Source: an optimization exercise on an open RTL-to-GDS flow (aim: small area and a short achievable clock period). Production flows keep margins and buffers that such runs may drop. At most, simulation tests tie the RTL to the original design; equivalence was not proved. Power and IR drop assume default switching activity.

==> flow/design.v <==
module mr_aoi22 (input logic a, b, c, d, output logic y);
  assign y = ~((a & b) | (c & d));
endmodule
module mr_nand4 (input logic a, b, c, d, output logic y);
  assign y = ~(a & b & c & d);
endmodule
module mr_oai21 (input logic a, b, c, output logic y);
  assign y = ~((a | b) & c);
endmodule
module mr_sel8 (input logic [7:0] d, input logic [7:0] s, output logic y);
  logic [3:0] n;
  for (genvar j = 0; j < 4; j++) begin : g_a
    mr_aoi22 u_a (.a(d[2*j]), .b(s[2*j]), .c(d[2*j+1]), .d(s[2*j+1]), .y(n[j]));
  end
  mr_nand4 u_o (.a(n[0]), .b(n[1]), .c(n[2]), .d(n[3]), .y(y));
endmodule
module mem_responder #(
  parameter int ADDR_BITS  = 6,
  parameter int RD_LATENCY = 1
) (
  input  logic                 clock,
  input  logic                 reset,
  input  logic [31:0]          Address,
  input  logic                 Wr,
  input  logic [31:0]          Datain,
  output logic [31:0]          Dataout,
  output logic                 rd_valid,
  output logic                 addr_err,
  input  logic                 ld_en,
  input  logic [ADDR_BITS-1:0] ld_addr,
  input  logic [31:0]          ld_data,
  output logic                 ld_clash
);
  localparam int ROWS = 1 << (ADDR_BITS - 2);
  localparam int RB   = ADDR_BITS - 2;
  localparam int NH   = ROWS / 8;    
  logic [7:0] bank [4][ROWS];
  function automatic logic [4*ROWS-1:0] row_selects(input logic [RB-1:0] row, input logic [1:0] off,
                                                     input logic en);
    for (int b = 0; b < 4; b++) begin
      logic [RB-1:0] rb;
      rb = row + RB'(2'(b) < off);
      for (int r = 0; r < ROWS; r++)
        row_selects[b*ROWS + r] = en & (rb == RB'(r));
    end
  endfunction
  logic [3:0][ROWS-1:0] rd_sel;
  logic [3:0][3:0]      rot_sel;    
  logic [31:0]          rd_word;
  assign rd_sel = row_selects(Address[ADDR_BITS-1:2], Address[1:0], 1'b1);
  always_comb begin
    for (int k = 0; k < 4; k++)
      for (int b = 0; b < 4; b++)
        rot_sel[k][b] = (Address[1:0] == 2'(b - k));
  end
  logic [7:0] part [4][NH];
  for (genvar b = 0; b < 4; b++) begin : g_bank
    for (genvar h = 0; h < NH; h++) begin : g_half
      for (genvar i = 0; i < 8; i++) begin : g_bit
        logic [7:0] d;
        for (genvar r = 0; r < 8; r++) begin : g_row
          assign d[r] = bank[b][8*h+r][i];
        end
        mr_sel8 u_sel (.d(d), .s(rd_sel[b][8*h +: 8]), .y(part[b][h][i]));
      end
    end
  end
  for (genvar k = 0; k < 4; k++) begin : g_lane
    for (genvar i = 0; i < 8; i++) begin : g_bit
      logic [3:0] t;
      for (genvar b = 0; b < 4; b++) begin : g_b
        if (NH == 2) begin : g_two
          mr_oai21 u_t (.a(part[b][0][i]), .b(part[b][1][i]), .c(rot_sel[k][b]), .y(t[b]));
        end else begin : g_any
          logic any;
          always_comb begin
            any = 1'b0;
            for (int h = 0; h < NH; h++) any = any | part[b][h][i];
          end
          assign t[b] = ~(any & rot_sel[k][b]);
        end
      end
      mr_nand4 u_o (.a(t[0]), .b(t[1]), .c(t[2]), .d(t[3]), .y(rd_word[31-8*k-7+i]));
    end
  end
  logic                 ld_go;
  logic                 cpu_go;
  logic [3:0][ROWS-1:0] ld_sel;
  logic [3:0][ROWS-1:0] cpu_sel;
  logic [3:0][ROWS-1:0] wr_sel;
  logic [3:0][7:0]      wr_byte;
  logic [3:0][7:0]      wd_sel;     
  assign ld_go   = reset & ld_en;
  assign cpu_go  = reset & ~ld_en & Wr;
  assign ld_sel  = row_selects(ld_addr[ADDR_BITS-1:2], ld_addr[1:0], ld_go);
  assign cpu_sel = row_selects(Address[ADDR_BITS-1:2], Address[1:0], cpu_go);
  assign wr_sel  = ld_sel | cpu_sel;
  always_comb begin
    for (int b = 0; b < 4; b++)
      for (int k = 0; k < 4; k++) begin
        wd_sel[b][2*k]   = ld_en & (ld_addr[1:0] == 2'(b - k));
        wd_sel[b][2*k+1] = ~ld_en & (Address[1:0] == 2'(b - k));
      end
  end
  for (genvar b = 0; b < 4; b++) begin : g_wd
    for (genvar i = 0; i < 8; i++) begin : g_bit
      logic [7:0] d;
      for (genvar k = 0; k < 4; k++) begin : g_lane
        assign d[2*k]   = ld_data[31-8*k-7+i];
        assign d[2*k+1] = Datain[31-8*k-7+i];
      end
      mr_sel8 u_sel (.d(d), .s(wd_sel[b]), .y(wr_byte[b][i]));
    end
  end
  always_ff @(posedge clock) begin
    for (int b = 0; b < 4; b++)
      for (int r = 0; r < ROWS; r++)
        if (wr_sel[b][r]) bank[b][r] <= wr_byte[b];
  end
  always_ff @(posedge clock or negedge reset) begin
    if (!reset) begin
      Dataout  <= '0;
      addr_err <= 1'b0;
      rd_valid <= 1'b0;
      ld_clash <= 1'b0;
    end else begin
      Dataout  <= rd_word;
      addr_err <= (Address[31:ADDR_BITS] != '0);
      rd_valid <= 1'b1;
      ld_clash <= ld_en & Wr;
    end
  end
endmodule
==> flow/config.mk <==
export PLATFORM = sky130hd
export DESIGN_NAME = mem_responder
export DESIGN_NICKNAME = mem_responder
export VERILOG_FILES = /design/flow/design.v
export SDC_FILE = /design/flow/constraint.sdc
export NUM_CORES = 4
export LEC_CHECK = 0
export ABC_AREA = 1
export CAP_MARGIN = 20
export CELL_PAD_IN_SITES_DETAIL_PLACEMENT = 1
export CELL_PAD_IN_SITES_GLOBAL_PLACEMENT = 2
export CORE_MARGIN = 2
export CORE_UTILIZATION = 30
export CTS_BUF_LIST = sky130_fd_sc_hd__clkbuf_8
export CTS_CLUSTER_DIAMETER = 80
export CTS_CLUSTER_SIZE = 16
export SETUP_SLACK_MARGIN = 2.6
export SLEW_MARGIN = 20
export SYNTH_HIERARCHICAL = 1
export SYNTH_MINIMUM_KEEP_SIZE = 0
==> flow/constraint.sdc <==
create_clock -name core_clock -period 5.0 [get_ports {clock}]
set_input_delay 1.0000 -clock core_clock [delete_from_list [all_inputs] [get_ports {clock}]]
set_output_delay 1.0000 -clock core_clock [all_outputs]
set_load 0.01 [all_outputs]
standard.sh (not shown) runs the stock make flow with config.mk's settings and CLKGATE_MAP_FILE= SYNTH_SCRIPT=/design/flow/synth_recipe.tcl, a recipe that flattens the netlist after the stock synthesis.
==> flow/flow/run.sh <==
#!/bin/bash
# Own layout flow: the standard ORFS flow, with
#  - extra ORFS make variables from flow/make_vars.txt (one NAME=VALUE per line).
# Every tool's output goes to ORFS's own logs (orfs/logs/...) and the make output to flow_make.log.
set -euo pipefail
W=$(pwd)
F=$W/flow
{
  echo "proc abc {args} {"
  echo "  set i [lsearch -exact \$args -script]"
  echo "  if {\$i >= 0} { lset args [expr {\$i + 1}] {$F/abc.script} }"
  echo "  yosys abc {*}\$args"
  echo "}"
  cat "$W/synth_recipe.tcl"
} > "$W/own_synth.tcl"
vars=("SYNTH_SCRIPT=$W/own_synth.tcl")
if [[ -f $F/make_vars.txt ]]; then
  while IFS= read -r line; do
    [[ -z $line || $line == \#* ]] && continue
    vars+=("$line")
  done < "$F/make_vars.txt"
fi
bash "$W/standard.sh" "${vars[@]}" finish > "$W/flow_make.log" 2>&1
==> flow/flow/abc.script <==
strash
dch
map
topo
stime -c
==> flow/flow/make_vars.txt <==
MATCH_CELL_FOOTPRINT=0
BUFFER_PORTS_ARGS=-buffer_cell sky130_fd_sc_hd__buf_2
Change:
--- a/flow/design.v
+++ b/flow/design.v
@@ -6,6 +6,12 @@
 endmodule
 module mr_oai21 (input logic a, b, c, output logic y);
   assign y = ~((a | b) & c);
+endmodule
+module mr_oai22 (input logic a, b, c, d, output logic y);
+  assign y = ~((a | b) & (c | d));
+endmodule
+module mr_nand2 (input logic a, b, output logic y);
+  assign y = ~(a & b);
 endmodule
 module mr_sel8 (input logic [7:0] d, input logic [7:0] s, output logic y);
   logic [3:0] n;
@@ -35,19 +41,28 @@
   localparam int RB   = ADDR_BITS - 2;
   localparam int NH   = ROWS / 8;    
   logic [7:0] bank [4][ROWS];
-  function automatic logic [4*ROWS-1:0] row_selects(input logic [RB-1:0] row, input logic [1:0] off,
-                                                     input logic en);
-    for (int b = 0; b < 4; b++) begin
-      logic [RB-1:0] rb;
-      rb = row + RB'(2'(b) < off);
-      for (int r = 0; r < ROWS; r++)
-        row_selects[b*ROWS + r] = en & (rb == RB'(r));
-    end
+  function automatic logic [3:0] shifts(input logic [1:0] off);
+    for (int b = 0; b < 4; b++)
+      shifts[b] = (2'(b) < off);
+  endfunction
+  function automatic logic [ROWS-1:0] decode(input logic [RB-1:0] row, input logic en);
+    for (int r = 0; r < ROWS; r++)
+      decode[r] = en & (row == RB'(r));
   endfunction
   logic [3:0][ROWS-1:0] rd_sel;
   logic [3:0][3:0]      rot_sel;    
   logic [31:0]          rd_word;
-  assign rd_sel = row_selects(Address[ADDR_BITS-1:2], Address[1:0], 1'b1);
+  logic [ROWS-1:0] rd_ndec;    
+  logic [3:0]      rd_sh;
+  assign rd_ndec = ~decode(Address[ADDR_BITS-1:2], 1'b1);
+  assign rd_sh   = shifts(Address[1:0]);
+  for (genvar b = 0; b < 3; b++) begin : g_rsel
+    for (genvar r = 0; r < ROWS; r++) begin : g_row
+      mr_oai22 u_s (.a(rd_ndec[r]), .b(rd_sh[b]), .c(rd_ndec[(r+ROWS-1)%ROWS]), .d(~rd_sh[b]),
+                    .y(rd_sel[b][r]));
+    end
+  end
+  assign rd_sel[3] = ~rd_ndec;
   always_comb begin
     for (int k = 0; k < 4; k++)
       for (int b = 0; b < 4; b++)
@@ -85,16 +100,26 @@
   end
   logic                 ld_go;
   logic                 cpu_go;
-  logic [3:0][ROWS-1:0] ld_sel;
-  logic [3:0][ROWS-1:0] cpu_sel;
+  logic [ROWS-1:0]      ld_dec;
+  logic [ROWS-1:0]      cpu_dec;
+  logic [3:0]           ld_sh;
   logic [3:0][ROWS-1:0] wr_sel;
   logic [3:0][7:0]      wr_byte;
   logic [3:0][7:0]      wd_sel;     
   assign ld_go   = reset & ld_en;
   assign cpu_go  = reset & ~ld_en & Wr;
-  assign ld_sel  = row_selects(ld_addr[ADDR_BITS-1:2], ld_addr[1:0], ld_go);
-  assign cpu_sel = row_selects(Address[ADDR_BITS-1:2], Address[1:0], cpu_go);
-  assign wr_sel  = ld_sel | cpu_sel;
+  assign ld_dec  = decode(ld_addr[ADDR_BITS-1:2], ld_go);
+  assign cpu_dec = decode(Address[ADDR_BITS-1:2], cpu_go);
+  assign ld_sh   = shifts(ld_addr[1:0]);
+  for (genvar b = 0; b < 3; b++) begin : g_wen
+    for (genvar r = 0; r < ROWS; r++) begin : g_row
+      logic n_ld, n_cpu;
+      mr_aoi22 u_l (.a(ld_dec[r]), .b(~ld_sh[b]), .c(ld_dec[(r+ROWS-1)%ROWS]), .d(ld_sh[b]), .y(n_ld));
+      mr_aoi22 u_c (.a(cpu_dec[r]), .b(~rd_sh[b]), .c(cpu_dec[(r+ROWS-1)%ROWS]), .d(rd_sh[b]), .y(n_cpu));
+      mr_nand2 u_e (.a(n_ld), .b(n_cpu), .y(wr_sel[b][r]));
+    end
+  end
+  assign wr_sel[3] = ld_dec | cpu_dec;
   always_comb begin
     for (int b = 0; b < 4; b++)
       for (int k = 0; k < 4; k++) begin
- register-to-register slack degrades by 40 ps
- power decreases by about 6%
- via count increases by 0.69%
- synthesized cell count decreases by 4.8%
- setup slack improves by 74 ps
- routed wire length increases by 2.3%
- first-iteration DRC count increases by about 20%
- final cell count decreases by 2.8%
- sequential cell count is unchanged
- die area decreases by 0.94%
- cell area decreases by about 4.6%
No run of this note included a check of the RTL's function; only the layout flow was run.


Another version of the RTL of mem_responder (not shown whole).
For scale: ~1,600 cells after synthesis, about 140 I/O pins, roughly 23,000 um2 of cells after synthesis.
==> module mem_responder, before the edit <==
module mem_responder #(
  parameter int ADDR_BITS  = 6,
  parameter int RD_LATENCY = 1
) (
  input  logic                 clock,
  input  logic                 reset,
  input  logic [31:0]          Address,
  input  logic                 Wr,
  input  logic [31:0]          Datain,
  output logic [31:0]          Dataout,
  output logic                 rd_valid,
  output logic                 addr_err,
  input  logic                 ld_en,
  input  logic [ADDR_BITS-1:0] ld_addr,
  input  logic [31:0]          ld_data,
  output logic                 ld_clash
);
  localparam int ROWS = 1 << (ADDR_BITS - 2);
  localparam int RB   = ADDR_BITS - 2;
  localparam int NH   = ROWS / 8;    
  logic [7:0] bank [4][ROWS];
  function automatic logic [4*ROWS-1:0] row_selects(input logic [RB-1:0] row, input logic [1:0] off,
                                                     input logic en);
    logic [ROWS-1:0] dec;
    logic [ROWS-1:0] dec_nx;
    for (int r = 0; r < ROWS; r++) begin
      dec[r]    = en & (row == RB'(r));
      dec_nx[r] = en & (row == RB'(r - 1));
    end
    for (int b = 0; b < 4; b++)
      row_selects[b*ROWS +: ROWS] = (2'(b) < off) ? dec_nx : dec;
  endfunction
  logic [3:0][ROWS-1:0] rd_sel;
  logic [3:0][3:0]      rot_sel;    
  logic [31:0]          rd_word;
  assign rd_sel = row_selects(Address[ADDR_BITS-1:2], Address[1:0], 1'b1);
  always_comb begin
    for (int k = 0; k < 4; k++)
      for (int b = 0; b < 4; b++)
        rot_sel[k][b] = (Address[1:0] == 2'(b - k));
  end
  logic [7:0] part [4][NH];
  for (genvar b = 0; b < 4; b++) begin : g_bank
    for (genvar h = 0; h < NH; h++) begin : g_half
      for (genvar i = 0; i < 8; i++) begin : g_bit
        logic [7:0] d;
        for (genvar r = 0; r < 8; r++) begin : g_row
          assign d[r] = bank[b][8*h+r][i];
        end
        mr_sel8 u_sel (.d(d), .s(rd_sel[b][8*h +: 8]), .y(part[b][h][i]));
      end
    end
  end
  for (genvar k = 0; k < 4; k++) begin : g_lane
    for (genvar i = 0; i < 8; i++) begin : g_bit
      logic [3:0] t;
      for (genvar b = 0; b < 4; b++) begin : g_b
        if (NH == 2) begin : g_two
          mr_oai21 u_t (.a(part[b][0][i]), .b(part[b][1][i]), .c(rot_sel[k][b]), .y(t[b]));
        end else begin : g_any
          logic any;
          always_comb begin
            any = 1'b0;
            for (int h = 0; h < NH; h++) any = any | part[b][h][i];
          end
          assign t[b] = ~(any & rot_sel[k][b]);
        end
      end
      mr_nand4 u_o (.a(t[0]), .b(t[1]), .c(t[2]), .d(t[3]), .y(rd_word[31-8*k-7+i]));
    end
  end
  logic                 ld_go;
  logic                 cpu_go;
  logic [3:0][ROWS-1:0] ld_sel;
  logic [3:0][ROWS-1:0] cpu_sel;
  logic [3:0][ROWS-1:0] wr_sel;
  logic [3:0][7:0]      wr_byte;
  logic [3:0][7:0]      wd_sel;     
  assign ld_go   = reset & ld_en;
  assign cpu_go  = reset & ~ld_en & Wr;
  assign ld_sel  = row_selects(ld_addr[ADDR_BITS-1:2], ld_addr[1:0], ld_go);
  assign cpu_sel = row_selects(Address[ADDR_BITS-1:2], Address[1:0], cpu_go);
  assign wr_sel  = ld_sel | cpu_sel;
  always_comb begin
    for (int b = 0; b < 4; b++)
      for (int k = 0; k < 4; k++) begin
        wd_sel[b][2*k]   = ld_en & (ld_addr[1:0] == 2'(b - k));
        wd_sel[b][2*k+1] = ~ld_en & (Address[1:0] == 2'(b - k));
      end
  end
  for (genvar b = 0; b < 4; b++) begin : g_wd
    for (genvar i = 0; i < 8; i++) begin : g_bit
      logic [7:0] d;
      for (genvar k = 0; k < 4; k++) begin : g_lane
        assign d[2*k]   = ld_data[31-8*k-7+i];
        assign d[2*k+1] = Datain[31-8*k-7+i];
      end
      mr_sel8 u_sel (.d(d), .s(wd_sel[b]), .y(wr_byte[b][i]));
    end
  end
  always_ff @(posedge clock) begin
    for (int b = 0; b < 4; b++)
      for (int r = 0; r < ROWS; r++)
        if (wr_sel[b][r]) bank[b][r] <= wr_byte[b];
  end
  always_ff @(posedge clock or negedge reset) begin
    if (!reset) begin
      Dataout  <= '0;
      addr_err <= 1'b0;
      rd_valid <= 1'b0;
      ld_clash <= 1'b0;
    end else begin
      Dataout  <= rd_word;
      addr_err <= (Address[31:ADDR_BITS] != '0);
      rd_valid <= 1'b1;
      ld_clash <= ld_en & Wr;
    end
  end
endmodule
export LEC_CHECK = 0
export ABC_AREA = 1
export CAP_MARGIN = 20
export CELL_PAD_IN_SITES_DETAIL_PLACEMENT = 1
export CELL_PAD_IN_SITES_GLOBAL_PLACEMENT = 2
export CORE_MARGIN = 2
export CORE_UTILIZATION = 30
export CTS_BUF_LIST = sky130_fd_sc_hd__clkbuf_8
export CTS_CLUSTER_DIAMETER = 80
export CTS_CLUSTER_SIZE = 16
export SETUP_SLACK_MARGIN = 2.6
export SLEW_MARGIN = 20
export SYNTH_HIERARCHICAL = 1
export SYNTH_MINIMUM_KEEP_SIZE = 0
create_clock -name core_clock -period 5.0 [get_ports {clock}]
Scripts as last shown in full above: flow/flow/run.sh, flow/flow/abc.script, flow/flow/make_vars.txt
Then changed:
--- a/flow/design.v
+++ b/flow/design.v
@@ -1,4 +1,7 @@
 module mr_aoi22 (input logic a, b, c, d, output logic y);
   assign y = ~((a & b) | (c & d));
+endmodule
+module mr_ao22 (input logic a, b, c, d, output logic y);
+  assign y = (a & b) | (c & d);
 endmodule
 module mr_nand4 (input logic a, b, c, d, output logic y);
@@ -89,5 +92,4 @@
   logic                 cpu_go;
   logic [3:0][ROWS-1:0] ld_sel;
-  logic [3:0][ROWS-1:0] cpu_sel;
   logic [3:0][ROWS-1:0] wr_sel;
   logic [3:0][7:0]      wr_byte;
@@ -95,7 +97,10 @@
   assign ld_go   = reset & ld_en;
   assign cpu_go  = reset & ~ld_en & Wr;
-  assign ld_sel  = row_selects(ld_addr[ADDR_BITS-1:2], ld_addr[1:0], ld_go);
-  assign cpu_sel = row_selects(Address[ADDR_BITS-1:2], Address[1:0], cpu_go);
-  assign wr_sel  = ld_sel | cpu_sel;
+  assign ld_sel  = row_selects(ld_addr[ADDR_BITS-1:2], ld_addr[1:0], 1'b1);
+  for (genvar b = 0; b < 4; b++) begin : g_wen
+    for (genvar r = 0; r < ROWS; r++) begin : g_row
+      mr_ao22 u_e (.a(ld_go), .b(ld_sel[b][r]), .c(cpu_go), .d(rd_sel[b][r]), .y(wr_sel[b][r]));
+    end
+  end
   always_comb begin
     for (int b = 0; b < 4; b++)
What happened: Cell area falls slightly. Die area falls slightly. Total power came out lower slightly. First-iteration DRC count falls by about a fifth. Non-clock buffer count drops by 14. Synthesized cell count went up by a few percent. Core utilization went up by 0.55 points. Via count fell by a few percent. Clock-buffer cell count decreases by 2. Register-to-register slack is better by 0.03 ns.
Only the layout flow was run in the second run of this note; the RTL was not checked for function there.

[what the ideal ports hide]
The results above use ideal ports. As a check the final layouts listed here were re-extracted and re-timed, cells and wires unchanged.
Step 1 (the two cells are an assumption about what drives the block):
set clk [get_ports {clock}]
set_driving_cell -lib_cell sky130_fd_sc_hd__clkbuf_16 $clk
set_driving_cell -lib_cell sky130_fd_sc_hd__buf_2 [delete_from_list [all_inputs] $clk]
Step 2 moves the port delays by t, midway between the first and last clock arrival at a register: inputs arrive t later, outputs are due t later. That takes back most of the time a late clock gives input paths.
Three values: ideal ports, drivers, drivers and shift; two values: the first two.
run	shift t [ns]	setup WS [ns]	slew at the worst register clock pin (ns)
the first run of note 1	0.712	2.402 / 2.398 / 1.687	0.11 / 0.11
the second run of note 1	0.700	2.476 / 2.480 / 1.780	0.11 / 0.11
the first run of note 2	0.699	2.575 / 2.564 / 1.865	0.11 / 0.11
the second run of note 2	0.703	2.494 / 2.460 / 1.758	0.11 / 0.11
After both steps every run listed still meets setup and hold. The setup slack of the second run of note 2, which loses most, moves by -0.034 ns with the drivers and by -0.736 ns with both steps.
